This design comes from an exercise in tuning for small area, a short achievable clock period and few clock cycles per item on the open sky130 flow, not from production work. In this exercise RTL edits were held to simulation tests only and were not proved equivalent to the original.

==> flow/design.v (outline; a module is shown in full before it is edited, if it fits) <==
// module hft_macd_engine_mc: 221 lines
// module csa_fast: 1125 lines
// module csa_slow: 1108 lines
// module csa_sig: 1679 lines
// module csa_m3: 444 lines
// module csa_t3: 305 lines
// module adder_sk_51: 628 lines
// module adder_sk_64: 784 lines
// module adder_sk_65: 927 lines
// module macd_fa: 10 lines
// module macd_ha: 9 lines
module hft_macd_engine_mc #(
   parameter int N_CH            = 4,
   parameter int PRICE_W         = 32,
   parameter int FRAC_W          = 16,
   parameter int ALPHA_FAST      = 10181,
   parameter int ALPHA_SLOW      = 4854,
   parameter int ALPHA_SIG       = 13107,
   parameter int HYST            = 0,
   parameter int WARMUP_TICKS    = 26,
   parameter int STOP_LOSS_PTS   = 50,
   parameter int TAKE_PROFIT_PTS = 100
) (
   input  logic                              clk,
   input  logic                              reset,
   input  logic                              tick_valid,
   output logic                              tick_ready,
   input  logic [$clog2(N_CH)-1:0]           tick_ch,
   input  logic signed [PRICE_W-1:0]         tick_price,
   input  logic                              trade_en,
   output logic                              order_valid,
   input  logic                              order_ready,
   output logic [$clog2(N_CH)-1:0]           order_ch,
   output logic [1:0]                        order_side,
   output logic signed [PRICE_W-1:0]         order_price
);
  // ...
==> flow/run.sh <==
#!/bin/bash
# synth_recipe.tcl (not shown) runs the flow's synth.tcl, then flattens the netlist and writes it again
# the make line also repeats each setting of config.mk as NAME=value (left out here)
make -C /OpenROAD-flow-scripts/flow DESIGN_CONFIG=/design/flow/config.mk WORK_HOME=/design/flow/orfs CLKGATE_MAP_FILE= SYNTH_SCRIPT=/design/flow/synth_recipe.tcl finish
==> flow/config.mk <==
export PLATFORM = sky130hd
export DESIGN_NAME = hft_macd_engine_mc
export DESIGN_NICKNAME = hft_macd_engine_mc
export VERILOG_FILES = /design/flow/design.v
export SDC_FILE = /design/flow/constraint.sdc
export NUM_CORES = 4
export LEC_CHECK = 0
export ABC_AREA = 1
export CAP_MARGIN = 50
export CORE_MARGIN = 2
export CORE_UTILIZATION = 60
export CTS_CLUSTER_DIAMETER = 120
export CTS_CLUSTER_SIZE = 25
export SLEW_MARGIN = 50
export SYNTH_HIERARCHICAL = 1
==> flow/constraint.sdc <==
create_clock -name core_clock -period 17.0 [get_ports {clk}]
set_input_delay 3.4000 -clock core_clock [delete_from_list [all_inputs] [get_ports {clk}]]
set_output_delay 3.4000 -clock core_clock [all_outputs]
set_load 0.01 [all_outputs]
==> qor.txt, run 1 <==
comb_multi_in -> 6084
Clock Latency Late Sink -> 0.76 ns
CP Buf/Inv Count -> 2
largest net degree at the start of global routing -> 122
Mapped Avg Cell Area -> 11.0 µm²
port buffer count -> 76
outcome -> finished clean
Top Layer Used -> met5
setup slack, reg-to-reg -> 10.80 ns
Inst Count DP -> 11.0k
H-tree levels -> 2
grt met1 use -> 46.1%
Syn Inst Count -> 8871
met3 Resource Use GR -> 7.56%
worst r2r src -> g3n_q[13]
tapcell count -> 2160
synthesized area -> 97200 µm²
CTS tree -> done
M1 wire length -> 110000 µm
M2 GR Usage -> 52.7%
vias in the first global route -> 65.6k
first-pass iteration count of the detailed router -> 6
post-route design area -> 103000 µm²
fin. max-slew vios -> 0
Signal inverters -> 1277
drt drc -> 0
Testbench counts, summed over its fixed seeds: cycles 24,040, ticks 24,000.
==> inputs of run 2 (changes only) <==
--- a/flow/config.mk
+++ b/flow/config.mk
@@ -6,10 +6,10 @@
 export NUM_CORES = 4
 export LEC_CHECK = 0
 export ABC_AREA = 1
-export CAP_MARGIN = 50
+export CAP_MARGIN = 70
 export CORE_MARGIN = 2
 export CORE_UTILIZATION = 60
 export CTS_CLUSTER_DIAMETER = 120
 export CTS_CLUSTER_SIZE = 25
-export SLEW_MARGIN = 50
+export SLEW_MARGIN = 70
 export SYNTH_HIERARCHICAL = 1
==> qor.txt, run 2 <==
most common cell after layout, fill and taps aside -> nand2_1
Layout area overhead -> 7.43%
total number of vias -> 64.7k
Vias/cell -> 5.77
share of layout cells above drive strength 1 -> 7.30%
setup slack, reg-to-reg -> 11.01 ns (+0.21 ns)
Final setup viols -> 0
drt drc -> 0 (unchanged)
WL final -> 266000 µm
H-tree levels -> 2 (unchanged)
most frequent cells in the layout -> 2103 x nand2_1, 1334 x fa_1, 1224 x edfxtp_1
Top reg by flops -> sig_q
worst r2r src -> f1n_q[20]
post-route minimum period -> 5.99 ns
Syn Inst Count -> 8871 (unchanged)
worst-case hold path end point -> ok3_q
Final Hold Fails -> 0
Area after DPL -> 102000 µm²
largest net degree at the start of global routing -> 66 (-46%)
synth warn -> 13
CTS tree -> done
grt total ovfl -> 0
Mapped Avg Cell Area -> 11.0 µm² (unchanged)
first-pass GRT wire length -> 403000 µm
fin. max-slew vios -> 0 (unchanged)
row count -> 147
chip height -> 406 µm
total negative slack -> 0 ns
post-cts resize count -> 0
CTS Root Cell -> clkbuf_16
All-Layer GR Usage -> 33.0%
Setup Skew -> 0.0508 ns
biggest regs -> sig_q (196), fast_q (192), slow_q (192)
Placer Congestion -> 0.971
DR WL/cell -> 23.7 µm
Clock Sinks -> 1259
Ports -> 77
initial antenna violation count -> 6
Worst Min Path Start -> ok2_q
crit path DAT -> 6.47 ns
die area -> 165000 µm²
port buffer count -> 76 (unchanged)
CTS max path bufs -> 3
synthesized area -> 97200 µm² (unchanged)
R2R Path End -> f1n_q[46]
RSZ-0062 raised after global routing -> no
core area -> 161000 µm²
Final Non-Filler Cells -> 11.2k
outcome -> finished clean
Clock Pin Slew Worst Setup and Hold Paths -> 0.10 ns
Inst Count DP -> 11.1k (+1.3%)
hold path depth -> 0
Worst setup SP type -> flop
Max-Cap Viols -> 0
nets -> 10.9k
first-pass iteration count of the detailed router -> 6 (unchanged)
worst path required time -> 17.48 ns
post-route design area -> 104000 µm² (+1.7%)
Critical Path Sink Type -> flop
Final Cycle Share -> 35.3%
Max Clk Rate -> 167 MHz
Routed Antenna Nets -> 0
Num CTS Buffers -> 61
hold slack -> 0.429 ns
Crit Path Class -> reg2reg
Clock Latency Late Sink -> 0.76 ns (about the same)
Detailed Place HPWL -> 211000 µm
vias in the first global route -> 65.9k (+0.44%)
Setup Buffers After CTS -> 0
Worst Path Max Fanout -> 6
Finished Core Util -> 64.9%
Hold Buf Count CTS -> 0
reg2reg path depth -> 19
drt initial violations -> 5420
worst hold path type -> reg2reg
Die X -> 406 µm
Initial Util -> 60.4%
max FFs per register -> 196
==> run 2: through the flow <==
stage	setup WS [ns]
global route	10.80
global placement	10.99
floorplan	2.23
finish	11.01
detailed placement	11.07
CTS	11.05
==> run 2: cell type report <==
| cell class | instances | area, µm² |
|---|---|---|
| well taps | 2160 | 2700 |
| repair buffers | 338 | 3400 |
| multi-input cells | 6084 | 53900 |
| clock inverters | 15 | 238 |
| flip-flops and latches | 1259 | 37600 |
| fillers | 12737 | 56400 |
| clock buffers | 90 | 1660 |
| inverters | 1277 | 4850 |
| diodes | 2 | 5.00 |
==> run 2: worst max path at each step <==
stage                    from   endpoint
finish              f1n_q[20]  f1n_q[46]
global route        f1n_q[16]  f1n_q[17]
CTS                 f1n_q[16]  f1n_q[17]
detailed placement  f1n_q[18]  f1n_q[17]
global placement    s1n_q[22]  s1n_q[17]
floorplan                qf_q   ch0_q[0]
==> run 2: critical path: stages (launching register included) <==
cell      delay, ns
edfxtp_1       0.38
inv_1          0.31
inv_1          0.25
fa_1           0.59
fa_1           0.45
fa_1           0.50
fa_1           0.57
fa_1           0.42
ha_1           0.38
nand2_1        0.12
nor2_1         0.21
nand2_1        0.24
inv_2          0.17
nand4_1        0.30
nor2_1         0.19
nand2_1        0.09
nand2_1        0.10
nand2_1        0.05
nand2_1        0.28
a22oi_1        0.15
==> run 2: layer usage <==
| metal | GRT usage (%) | vias to the layer above | wire length [µm] |
|---|---|---|---|
| met5 | 0 | - | 23 |
| met4 | 9.63 | 4 | 8730 |
| met3 | 8.09 | 404 | 24600 |
| met2 | 51.8 | 2333 | 123000 |
| met1 | 46.0 | 32727 | 110000 |
| li1 | - | 29249 | - |

-- separate check: timing with driven ports --
In the flow no input, the clock included, has a driving cell. The finished layouts below were timed again as built, in two steps.
Step 1 (the two cells are an assumption about what drives the block):
set clk [get_ports {clk}]
set_driving_cell -lib_cell sky130_fd_sc_hd__clkbuf_16 $clk
set_driving_cell -lib_cell sky130_fd_sc_hd__buf_2 [delete_from_list [all_inputs] $clk]
Step 2 times the ports against the registers' clock, not the clock port: input delays grow and output delays shrink by t, the midpoint of the rising clock arrivals with the driver on.
Slacks: ideal / step 1 / step 2; pairs: ideal / step 1.
| run | t (ns) | setup WS [ns] | worst slew at a driven data input, ns |
|---|---|---|---|
| run 1 | 0.831 | 10.800 / 10.800 / 10.800 | 0.07 |
| run 2 | 0.832 | 11.007 / 11.007 / 11.007 | 0.06 |
After both steps setup and hold are still met in every run listed.
